From an optimization exercise on the open Yosys and OpenROAD flow, aimed at small area and a short achievable clock period; shortcuts taken in it are not production practice. RTL that was checked went through simulation tests only; none was proved equivalent to the original.

==> inputs of 06-13 <==
==> flow/design.v <==
module sync_fifo_mem #(
    parameter int ADDR_WIDTH = 8,
    parameter int DATA_WIDTH = 8,
    parameter int DEPTH      = 256
) (
    input  logic                  clk,
    input  logic                  shift,
    input  logic                  hold,
    input  logic [(1 << (ADDR_WIDTH - ADDR_WIDTH/2))-1:0] wsel_hi,   
    input  logic [(1 << (ADDR_WIDTH - ADDR_WIDTH/2))-1:0] wsel_lo,   
    input  logic [DATA_WIDTH-1:0] wdata,
    output logic [DATA_WIDTH-1:0] a0,
    output logic [DATA_WIDTH-1:0] a1
);
    logic [DATA_WIDTH-1:0] mem [DEPTH];
    logic [DATA_WIDTH-1:0] wdata_n;
    assign wdata_n = ~wdata;
    for (genvar i = 0; i < DEPTH; i++) begin : g_entry
        logic                  ld_n;
        logic [DATA_WIDTH-1:0] up;
        if (i == DEPTH-1) begin : g_top
            assign up = '0;
        end else begin : g_mid
            assign up = mem[i+1];
        end
        assign ld_n = ~(wsel_hi[i >> (ADDR_WIDTH/2)] & wsel_lo[i % (1 << (ADDR_WIDTH/2))]);
        for (genvar b = 0; b < DATA_WIDTH; b++) begin : g_bit
            sync_fifo_row #(.DATA_WIDTH(1)) u_row (
                .clk    (clk),
                .shift  (shift),
                .hold   (hold),
                .ld_n   (ld_n),
                .wdata_n(wdata_n[b]),
                .up     (up[b]),
                .q      (mem[i][b])
            );
        end
    end
    assign a0 = mem[0];
    assign a1 = mem[1];
endmodule
module sync_fifo_row #(
    parameter int DATA_WIDTH = 8
) (
    input  logic                  clk,
    input  logic                  shift,
    input  logic                  hold,
    input  logic                  ld_n,
    input  logic [DATA_WIDTH-1:0] wdata_n,
    input  logic [DATA_WIDTH-1:0] up,
    output logic [DATA_WIDTH-1:0] q
);
    always_ff @(posedge clk) begin
        q <= ({DATA_WIDTH{shift}} & up) |
             ({DATA_WIDTH{hold}}  & q) |
             ~({DATA_WIDTH{ld_n}} | wdata_n);
    end
endmodule
module sync_fifo #(
    parameter int ADDR_WIDTH = 8,
    parameter int DATA_WIDTH = 8
) (
    input  logic                  clk,
    input  logic                  rst,
    input  logic [DATA_WIDTH-1:0] w_data,
    input  logic                  w_push,
    output logic                  w_full,
    input  logic                  r_pop,
    output logic [DATA_WIDTH-1:0] r_data,
    output logic                  r_empty,
    output logic [ADDR_WIDTH:0]   count,
    output logic                  overflow,
    output logic                  underflow
);
    localparam int DEPTH = 1 << ADDR_WIDTH;
    localparam int LO_W  = ADDR_WIDTH / 2;
    localparam int HI_W  = ADDR_WIDTH - LO_W;
    localparam int LSEL  = 1 << HI_W;      
    logic [ADDR_WIDTH:0]   cnt_q, cnt_n_q;
    logic                  empty_q, nempty_q;
    logic                  overflow_q, underflow_q;
    logic [DATA_WIDTH-1:0] rdata_q, rdata_n_q, rdata_d;
    logic                  st_shift_q;    
    logic                  st_hold_q;     
    logic [LSEL-1:0]       st_hi_q, st_lo_q;
    logic [DATA_WIDTH-1:0] st_data_q;
    logic                  st_head_q;     
    logic [DATA_WIDTH-1:0] a0, a1;        
    logic                  push_ok, pop_ok;
    logic [ADDR_WIDTH:0]   cnt, cnt_inc, cnt_dec, cnt_d;
    logic                  empty, cnt_is1, empty_d;
    logic [DATA_WIDTH-1:0] head;
    logic [ADDR_WIDTH-1:0] pos;
    assign cnt     = ~cnt_n_q;
    assign empty   = ~nempty_q;
    assign push_ok = w_push & ~cnt[ADDR_WIDTH];
    assign pop_ok  = r_pop & ~empty;
    assign cnt_inc = cnt + 1'b1;
    assign cnt_dec = cnt - 1'b1;
    assign pos     = pop_ok ? cnt_dec[ADDR_WIDTH-1:0] : cnt[ADDR_WIDTH-1:0];
    assign cnt_is1 = (cnt == (ADDR_WIDTH+1)'(1));
    always_comb begin
        if (rst)                    cnt_d = '0;
        else if (push_ok & ~pop_ok) cnt_d = cnt_inc;
        else if (pop_ok & ~push_ok) cnt_d = cnt_dec;
        else                        cnt_d = cnt;
        empty_d = rst | (empty & ~push_ok) | (cnt_is1 & pop_ok & ~push_ok);
    end
    assign head = st_head_q ? st_data_q : (st_shift_q ? a1 : a0);
    always_comb begin
        if (rst)         rdata_d = '0;
        else if (pop_ok) rdata_d = head;
        else             rdata_d = ~rdata_n_q;
    end
    always_ff @(posedge clk) begin
        rdata_q   <= rdata_d;
        rdata_n_q <= ~rdata_d;
        cnt_q    <= cnt_d;
        cnt_n_q  <= ~cnt_d;
        empty_q  <= empty_d;
        nempty_q <= ~empty_d;
    end
    always_ff @(posedge clk) begin
        if (rst) begin
            overflow_q  <= 1'b0;
            underflow_q <= 1'b0;
            st_shift_q  <= 1'b0;
            st_hold_q   <= 1'b0;
            st_hi_q     <= '0;
            st_head_q   <= 1'b0;
        end else begin
            overflow_q  <= w_push & cnt[ADDR_WIDTH];
            underflow_q <= r_pop & empty;
            st_shift_q  <= pop_ok;
            st_hold_q   <= ~pop_ok;
            st_hi_q     <= push_ok ? LSEL'(1) << pos[ADDR_WIDTH-1:LO_W] : '0;
            st_head_q   <= push_ok & (empty | (cnt_is1 & pop_ok));
        end
    end
    always_ff @(posedge clk) begin
        st_data_q <= w_data;
        st_lo_q   <= LSEL'(1) << pos[LO_W-1:0];
    end
    sync_fifo_mem #(
        .ADDR_WIDTH(ADDR_WIDTH),
        .DATA_WIDTH(DATA_WIDTH),
        .DEPTH     (DEPTH)
    ) u_mem (
        .clk  (clk),
        .shift(st_shift_q),
        .hold (st_hold_q),
        .wsel_hi(st_hi_q),
        .wsel_lo(st_lo_q),
        .wdata(st_data_q),
        .a0   (a0),
        .a1   (a1)
    );
    assign count     = cnt_q;
    assign w_full    = cnt_q[ADDR_WIDTH];
    assign r_empty   = empty_q;
    assign overflow  = overflow_q;
    assign underflow = underflow_q;
    assign r_data    = rdata_q;
endmodule
==> flow/run.sh <==
#!/bin/bash
# synth_recipe.tcl (not shown) runs the flow's synth.tcl, then flattens the netlist and writes it again
# the make line also repeats each setting of config.mk as NAME=value (left out here)
make -C /OpenROAD-flow-scripts/flow DESIGN_CONFIG=/design/flow/config.mk WORK_HOME=/design/flow/orfs CLKGATE_MAP_FILE= SYNTH_SCRIPT=/design/flow/synth_recipe.tcl finish
==> flow/config.mk <==
export PLATFORM = sky130hd
export DESIGN_NAME = sync_fifo
export DESIGN_NICKNAME = sync_fifo
export VERILOG_FILES = /design/flow/design.v
export SDC_FILE = /design/flow/constraint.sdc
export NUM_CORES = 4
export LEC_CHECK = 0
export CAP_MARGIN = 20
export CORE_MARGIN = 2
export CORE_UTILIZATION = 80
export CTS_CLUSTER_DIAMETER = 100
export CTS_CLUSTER_SIZE = 30
export SETUP_SLACK_MARGIN = 1.9
export SLEW_MARGIN = 20
export SYNTH_HIERARCHICAL = 1
export TNS_END_PERCENT = 5
==> flow/constraint.sdc <==
create_clock -name core_clock -period 3.7 [get_ports {clk}]
set_input_delay 0.7400 -clock core_clock [delete_from_list [all_inputs] [get_ports {clk}]]
set_output_delay 0.7400 -clock core_clock [all_outputs]
set_load 0.01 [all_outputs]
==> 02-09: changes against 06-13 <==
==> flow/design.v (replaced) <==
module sync_fifo_mem #(
    parameter int ADDR_WIDTH = 8,
    parameter int DATA_WIDTH = 8,
    parameter int DEPTH      = 256
) (
    input  logic                  clk,
    input  logic                  shift,
    input  logic                  we,
    input  logic [ADDR_WIDTH-1:0] waddr,
    input  logic [DATA_WIDTH-1:0] wdata,
    output logic [DATA_WIDTH-1:0] a0,
    output logic [DATA_WIDTH-1:0] a1
);
    logic [DATA_WIDTH-1:0] mem [DEPTH];
    for (genvar i = 0; i < DEPTH; i++) begin : g_entry
        logic ld, sh, hd;
        logic [DATA_WIDTH-1:0] up;
        if (i == DEPTH-1) begin : g_top
            assign up = '0;
        end else begin : g_mid
            assign up = mem[i+1];
        end
        assign ld = we & (waddr == ADDR_WIDTH'(i));
        assign sh = shift & ~ld;
        assign hd = ~shift & ~ld;
        always_ff @(posedge clk) begin
            mem[i] <= ({DATA_WIDTH{ld}} & wdata) |
                      ({DATA_WIDTH{sh}} & up) |
                      ({DATA_WIDTH{hd}} & mem[i]);
        end
    end
    assign a0 = mem[0];
    assign a1 = mem[1];
endmodule
module sync_fifo #(
    parameter int ADDR_WIDTH = 8,
    parameter int DATA_WIDTH = 8
) (
    input  logic                  clk,
    input  logic                  rst,
    input  logic [DATA_WIDTH-1:0] w_data,
    input  logic                  w_push,
    output logic                  w_full,
    input  logic                  r_pop,
    output logic [DATA_WIDTH-1:0] r_data,
    output logic                  r_empty,
    output logic [ADDR_WIDTH:0]   count,
    output logic                  overflow,
    output logic                  underflow
);
    localparam int DEPTH = 1 << ADDR_WIDTH;
    logic [ADDR_WIDTH:0]   cnt_q;
    logic                  empty_q;
    logic                  overflow_q, underflow_q;
    logic [DATA_WIDTH-1:0] rdata_q;
    logic                  st_shift_q;    
    logic                  st_write_q;    
    logic [ADDR_WIDTH-1:0] st_pos_q;
    logic [DATA_WIDTH-1:0] st_data_q;
    logic                  st_head_q;     
    logic [DATA_WIDTH-1:0] a0, a1;        
    logic                  push_ok, pop_ok;
    logic [ADDR_WIDTH:0]   cnt_inc, cnt_dec;
    logic                  cnt_is1;
    logic [DATA_WIDTH-1:0] head;
    assign push_ok = w_push & ~cnt_q[ADDR_WIDTH];
    assign pop_ok  = r_pop & ~empty_q;
    assign cnt_inc = cnt_q + 1'b1;
    assign cnt_dec = cnt_q - 1'b1;
    assign cnt_is1 = (cnt_q == (ADDR_WIDTH+1)'(1));
    assign head = st_head_q ? st_data_q : (st_shift_q ? a1 : a0);
    always_ff @(posedge clk) begin
        if (rst) begin
            cnt_q       <= '0;
            empty_q     <= 1'b1;
            overflow_q  <= 1'b0;
            underflow_q <= 1'b0;
            rdata_q     <= '0;
            st_shift_q  <= 1'b0;
            st_write_q  <= 1'b0;
            st_head_q   <= 1'b0;
        end else begin
            if (push_ok & ~pop_ok)      cnt_q <= cnt_inc;
            else if (pop_ok & ~push_ok) cnt_q <= cnt_dec;
            empty_q     <= (empty_q & ~push_ok) | (cnt_is1 & pop_ok & ~push_ok);
            overflow_q  <= w_push & cnt_q[ADDR_WIDTH];
            underflow_q <= r_pop & empty_q;
            if (pop_ok) rdata_q <= head;
            st_shift_q  <= pop_ok;
            st_write_q  <= push_ok;
            st_head_q   <= push_ok & (empty_q | (cnt_is1 & pop_ok));
        end
    end
    always_ff @(posedge clk) begin
        st_data_q <= w_data;
        st_pos_q  <= pop_ok ? cnt_dec[ADDR_WIDTH-1:0] : cnt_q[ADDR_WIDTH-1:0];
    end
    sync_fifo_mem #(
        .ADDR_WIDTH(ADDR_WIDTH),
        .DATA_WIDTH(DATA_WIDTH),
        .DEPTH     (DEPTH)
    ) u_mem (
        .clk  (clk),
        .shift(st_shift_q),
        .we   (st_write_q),
        .waddr(st_pos_q),
        .wdata(st_data_q),
        .a0   (a0),
        .a1   (a1)
    );
    assign count     = cnt_q;
    assign w_full    = cnt_q[ADDR_WIDTH];
    assign r_empty   = empty_q;
    assign overflow  = overflow_q;
    assign underflow = underflow_q;
    assign r_data    = rdata_q;
endmodule
- ABC_AREA: not set -> 1
- CORE_UTILIZATION: 80 -> 55
- CTS_CLUSTER_DIAMETER: 100 -> not set
- CTS_CLUSTER_SIZE: 30 -> not set
- SETUP_SLACK_MARGIN: 1.9 -> not set
- SYNTH_HIERARCHICAL: 1 -> not set
- TNS_END_PERCENT: 5 -> not set
==> 06-11: changes against 06-13 <==
--- a/flow/design.v
+++ b/flow/design.v
@@ -81,3 +81,3 @@
     logic                  overflow_q, underflow_q;
-    logic [DATA_WIDTH-1:0] rdata_q, rdata_n_q, rdata_d;
+    logic [DATA_WIDTH-1:0] rdata_q;
     logic                  st_shift_q;    
@@ -109,10 +109,3 @@
     assign head = st_head_q ? st_data_q : (st_shift_q ? a1 : a0);
-    always_comb begin
-        if (rst)         rdata_d = '0;
-        else if (pop_ok) rdata_d = head;
-        else             rdata_d = ~rdata_n_q;
-    end
     always_ff @(posedge clk) begin
-        rdata_q   <= rdata_d;
-        rdata_n_q <= ~rdata_d;
         cnt_q    <= cnt_d;
@@ -126,2 +119,3 @@
             underflow_q <= 1'b0;
+            rdata_q     <= '0;
             st_shift_q  <= 1'b0;
@@ -133,2 +127,3 @@
             underflow_q <= r_pop & empty;
+            if (pop_ok) rdata_q <= head;
             st_shift_q  <= pop_ok;
==> results.toml <==
[layout]
reg_top3 = "u_mem.mem (2048), cnt_q (9)"
multiInputGateArea_um2 = 38000
ff_latch_area_um2 = 41800

[logic_synthesis]
synth_warnings = 3
synthAdderAreaFrac = 0.000615

[outcome]
status = "timing/DRC/antenna clean"

[sta]
tightest_slew_ns = 1.09
clock_skew_ns = 0.0242

[critical_path]
max_stage_delay_ns = 0.74
the above is filed under 02-09

==> results.toml <==
[sta]
tightest_slew_ns = 1.11
clock_skew_ns = 0.0254

[outcome]
status = "timing/DRC/antenna clean"

[logic_synthesis]
synth_warnings = 10
synthAdderAreaFrac = 0.000527

[layout]
ff_latch_area_um2 = 42500
the above is filed under 06-11

==> results.toml <==
[sta]
clock_skew_ns = 0.0272
tightest_slew_ns = 1.12

[outcome]
status = "timing/DRC/antenna clean"

[layout]
multiInputGateArea_um2 = 28100
ff_latch_area_um2 = 42700

[logic_synthesis]
synth_warnings = 10
the above is filed under 06-13

For 02-09, only the layout was checked, not whether the RTL still works.

[port drivers added, routing unchanged]
In the flow no input, the clock included, has a driving cell. The finished layouts below were timed again as built, in two steps.
Step 1, drivers: a clkbuf_16 drives clk and a buf_2 each remaining input, both assumed.
Step 2 also shifts input and output timing later by t, the mid clock arrival at the registers, as if the neighbouring blocks saw the same clock.
a / b / c = no drivers / after step 1 / after step 2; a / b = the first two.
run | t (ns) | slack for setup (ns) | pins driven straight from the clock port
06-13 | 0.760 | 1.738 / 1.670 / 1.215 | 1
02-09 | 0.891 | 0.688 / 0.688 / 0.688 | 1
06-11 | 0.758 | 1.740 / 1.706 / 1.195 | 1
After both steps every run listed still meets setup and hold. The setup slack of 06-11, which loses most, moves by -0.034 ns with the drivers and by -0.545 ns with both steps.
